Context: an optimization exercise on an open-source flow, tuned for small area and a short achievable clock period. The choices shown serve that exercise and are no tape-out recipe.
The RTL was checked by simulation tests, not by an equivalence proof against the original design.
No activity file was given, so power comes from the tool's default toggle rates.

Setup of umber:
==> flow/design.v (excerpt) <==
module mul32_pipe (
    input  logic               clk,
    input  logic               rst_n,
    input  logic [31:0]        a,
    input  logic [31:0]        b,
    input  logic               mode,    
    output logic [31:0]        hi,
    output logic [31:0]        lo
);
==> flow/config.mk <==
export PLATFORM = sky130hd
export DESIGN_NAME = mul32_pipe
export DESIGN_NICKNAME = mul32_pipe
export VERILOG_FILES = /design/flow/design.v
export SDC_FILE = /design/flow/constraint.sdc
export NUM_CORES = 4
export LEC_CHECK = 0
export ABC_AREA = 1
export CAP_MARGIN = 20
export CORE_MARGIN = 2
export CORE_UTILIZATION = 55
export PLACE_DENSITY = 0.75
export SETUP_SLACK_MARGIN = 4.4
export SLEW_MARGIN = 20
export SYNTH_HIERARCHICAL = 1
==> flow/constraint.sdc <==
create_clock -name core_clock -period 7.0 [get_ports {clk}]
set_input_delay 1.4000 -clock core_clock [delete_from_list [all_inputs] [get_ports {clk}]]
set_output_delay 1.4000 -clock core_clock [all_outputs]
set_load 0.01 [all_outputs]
run.sh (not shown) runs the stock make flow with config.mk's settings and CLKGATE_MAP_FILE= SYNTH_SCRIPT=/design/flow/synth_recipe.tcl, a recipe that flattens the netlist after the stock synthesis.
Setup changes, umber to delta
Settings: PLACE_DENSITY: 0.75 -> unset; SETUP_SLACK_MARGIN: 4.4 -> 4.6; CORE_UTILIZATION: 55 -> 40.
[summary]
umber -> delta: number of non-clock buffers increased slightly
Core util | delta vs umber | delta lower
Per the comparison of delta with umber, cell depth of the worst flop-to-flop path rose 11; worst hold slack about even.
#### Input delta (xenon over delta)
Settings: swapping 4.6 for 4.3 in SETUP_SLACK_MARGIN.
Notes after the runs:
xenon leaves less setup margin than delta.
[compare] base=delta new=xenon: wire length decreased 0.79%; detail-routed via count per cell essentially unchanged.
Critical path startpoint: r3_cs[12] -> delta, neg_q[8] -> xenon
xenon ended up with dfxtp_2 as its slowest cell on the critical path; delta ended up with fa_2.
Starting DRC count in detailed routing, xenon vs delta: down by a few percent
Against delta as the reference, xenon delivers a lower overall power.


mul32_pipe, a different RTL version from the one above (not shown whole).
Size: roughly 3700 cells after synthesis, about 830 flip-flops, roughly 130 I/O pins.
clock: 7.0 ns
lec_check: 0
abc_area: 1
cap_margin: 20
core_margin: 2
core_utilization: 55
cts_cluster_diameter: 70
cts_cluster_size: 36
place_density: 0.7
setup_slack_margin: 4.6
slew_margin: 20
synth_hierarchical: 1
standard.sh (not shown) runs the stock make flow with config.mk's settings and CLKGATE_MAP_FILE= SYNTH_SCRIPT=/design/flow/synth_recipe.tcl, a recipe that flattens the netlist after the stock synthesis.
==> flow/flow/run.sh <==
#!/bin/bash
# Own flow: the standard layout (standard.sh, unchanged synthesis and
# steps), with the port buffers that placement inserts made plain buf_2
# cells instead of the delay-buffer cells buffer_ports picks by default.
# Repair still resizes them where timing needs it.
set -euo pipefail
cd "$(dirname "$0")/.."
export BUFFER_PORTS_ARGS="-buffer_cell sky130_fd_sc_hd__buf_2"
bash standard.sh finish > standard.log 2>&1
==> next run, changes <==
--- a/flow/config.mk
+++ b/flow/config.mk
@@ -11,4 +11,4 @@
 export CORE_UTILIZATION = 55
-export CTS_CLUSTER_DIAMETER = 70
-export CTS_CLUSTER_SIZE = 36
+export CTS_CLUSTER_DIAMETER = 80
+export CTS_CLUSTER_SIZE = 30
 export PLACE_DENSITY = 0.7
=> The changed run ran to the end with no violations. Flip-flop and latch count is unchanged. Wire length stays flat. Die area does not change. Utilization shrinks by 0.62 points.
==> next run, changes <==
==> flow/run.sh (new file) <==
#!/bin/bash
# synth_recipe.tcl (not shown) runs the flow's synth.tcl, then flattens the netlist and writes it again
# the make line also repeats each setting of config.mk as NAME=value (left out here)
make -C /OpenROAD-flow-scripts/flow DESIGN_CONFIG=/design/flow/config.mk WORK_HOME=/design/flow/orfs CLKGATE_MAP_FILE= SYNTH_SCRIPT=/design/flow/synth_recipe.tcl finish
removed: flow/flow/run.sh
removed: flow/standard.sh
Design area went up slightly.
Setup slack improves by 0.018 ns.
Non-clock buffer count is higher by 8.
Global-route usage barely changes.
Die area does not change.
Via count is about the same.
Synthesized cell count does not change.
==> next run, changes <==
==> flow/flow/run.sh (new file) <==
#!/bin/bash
# Own flow: the standard layout (standard.sh, unchanged synthesis and
# steps), with the port buffers that placement inserts made plain buf_2
# cells instead of the delay-buffer cells buffer_ports picks by default.
# Repair still resizes them where timing needs it.
set -euo pipefail
cd "$(dirname "$0")/.."
export BUFFER_PORTS_ARGS="-buffer_cell sky130_fd_sc_hd__buf_2"
bash standard.sh finish > standard.log 2>&1
==> flow/standard.sh (new file) <==
#!/bin/bash
# synth_recipe.tcl (not shown) runs the flow's synth.tcl, then flattens the netlist and writes it again
# the make line also repeats each setting of config.mk as NAME=value (left out here)
make -C /OpenROAD-flow-scripts/flow DESIGN_CONFIG=/design/flow/config.mk WORK_HOME=/design/flow/orfs CLKGATE_MAP_FILE= SYNTH_SCRIPT=/design/flow/synth_recipe.tcl "${@:-finish}"
--- a/flow/config.mk
+++ b/flow/config.mk
@@ -10,6 +10,6 @@
 export CORE_MARGIN = 2
-export CORE_UTILIZATION = 55
+export CORE_UTILIZATION = 50
 export CTS_CLUSTER_DIAMETER = 80
 export CTS_CLUSTER_SIZE = 30
-export PLACE_DENSITY = 0.7
+export PLACE_DENSITY = 0.65
 export SETUP_SLACK_MARGIN = 4.6
removed: flow/run.sh
The new run went through all stages and came out clean.
Wire length rose by 5.0%.
Design area fell by 0.59%.
Final cell count rose by 1.7%.
Synthesized cell count stays the same.
Critical path depth fell by 3.
Total power is about the same.
Clock-buffer cell count rose by 4.
Sequential share of layout area rose by 0.27 points.
Setup slack degrades by 0.017 ns.
Combinational power fell by about 4%.
==> next run, changes <==
==> flow/run.sh (new file) <==
#!/bin/bash
# synth_recipe.tcl (not shown) runs the flow's synth.tcl, then flattens the netlist and writes it again
# the make line also repeats each setting of config.mk as NAME=value (left out here)
make -C /OpenROAD-flow-scripts/flow DESIGN_CONFIG=/design/flow/config.mk WORK_HOME=/design/flow/orfs CLKGATE_MAP_FILE= SYNTH_SCRIPT=/design/flow/synth_recipe.tcl finish
--- a/flow/config.mk
+++ b/flow/config.mk
@@ -10,7 +10,7 @@
 export CORE_MARGIN = 2
-export CORE_UTILIZATION = 50
+export CORE_UTILIZATION = 55
 export CTS_CLUSTER_DIAMETER = 80
 export CTS_CLUSTER_SIZE = 30
-export PLACE_DENSITY = 0.65
-export SETUP_SLACK_MARGIN = 4.6
+export PLACE_DENSITY = 0.7
+export SETUP_SLACK_MARGIN = 4.65
 export SLEW_MARGIN = 20
removed: flow/flow/run.sh
removed: flow/standard.sh
- synthesized cell count does not change
- sequential share of layout area came out lower by 0.43 points
- power came out higher slightly
- routed wire length came out lower by a few percent
- setup slack hardly moves
- hold slack got worse by 0.011 ns

==> static timing again, ports no longer ideal <==
In the flow no input, the clock included, has a driving cell. The finished layouts below were timed again as built, in two steps.
Step 1 (the two cells are an assumption about what drives the block):
set clk [get_ports {clk}]
set_driving_cell -lib_cell sky130_fd_sc_hd__clkbuf_16 $clk
set_driving_cell -lib_cell sky130_fd_sc_hd__buf_2 [delete_from_list [all_inputs] $clk]
Step 2 adds t to the input delays and takes it off the output delays; t is the mean of the earliest and latest rising clock arrival at the registers after step 1. Input paths then give back, and output paths get back, about the clock's delay inside the block.
a / b / c = ideal ports / drivers / drivers and shift; a / b = the first two.
run	shift t [ns]	setup WS [ns]	slew at the worst register clock pin (ns)	worst slew at a driven data input, ns
umber	0.718	4.348 / 4.348 / 3.965	0.07 / 0.07	0.09
delta	0.728	4.482 / 4.415 / 4.137	0.07 / 0.07	0.11
xenon	0.724	4.286 / 4.273 / 4.007	0.07 / 0.07	0.09
the first run of note 2	0.700	4.494 / 4.427 / 4.510	0.12 / 0.12	0.06
the second run of note 2	0.685	4.512 / 4.447 / 4.528	0.11 / 0.11	0.06
the third run of note 2	0.670	4.530 / 4.464 / 4.119	0.11 / 0.11	0.05
the fourth run of note 2	0.694	4.513 / 4.443 / 4.507	0.11 / 0.11	0.06
the fifth run of note 2	0.675	4.515 / 4.460 / 4.281	0.11 / 0.11	0.06
After both steps every run listed still meets setup and hold. For the third run of note 2, which loses most, drivers alone change the setup slack by -0.066 ns; drivers and shift together by -0.411 ns.
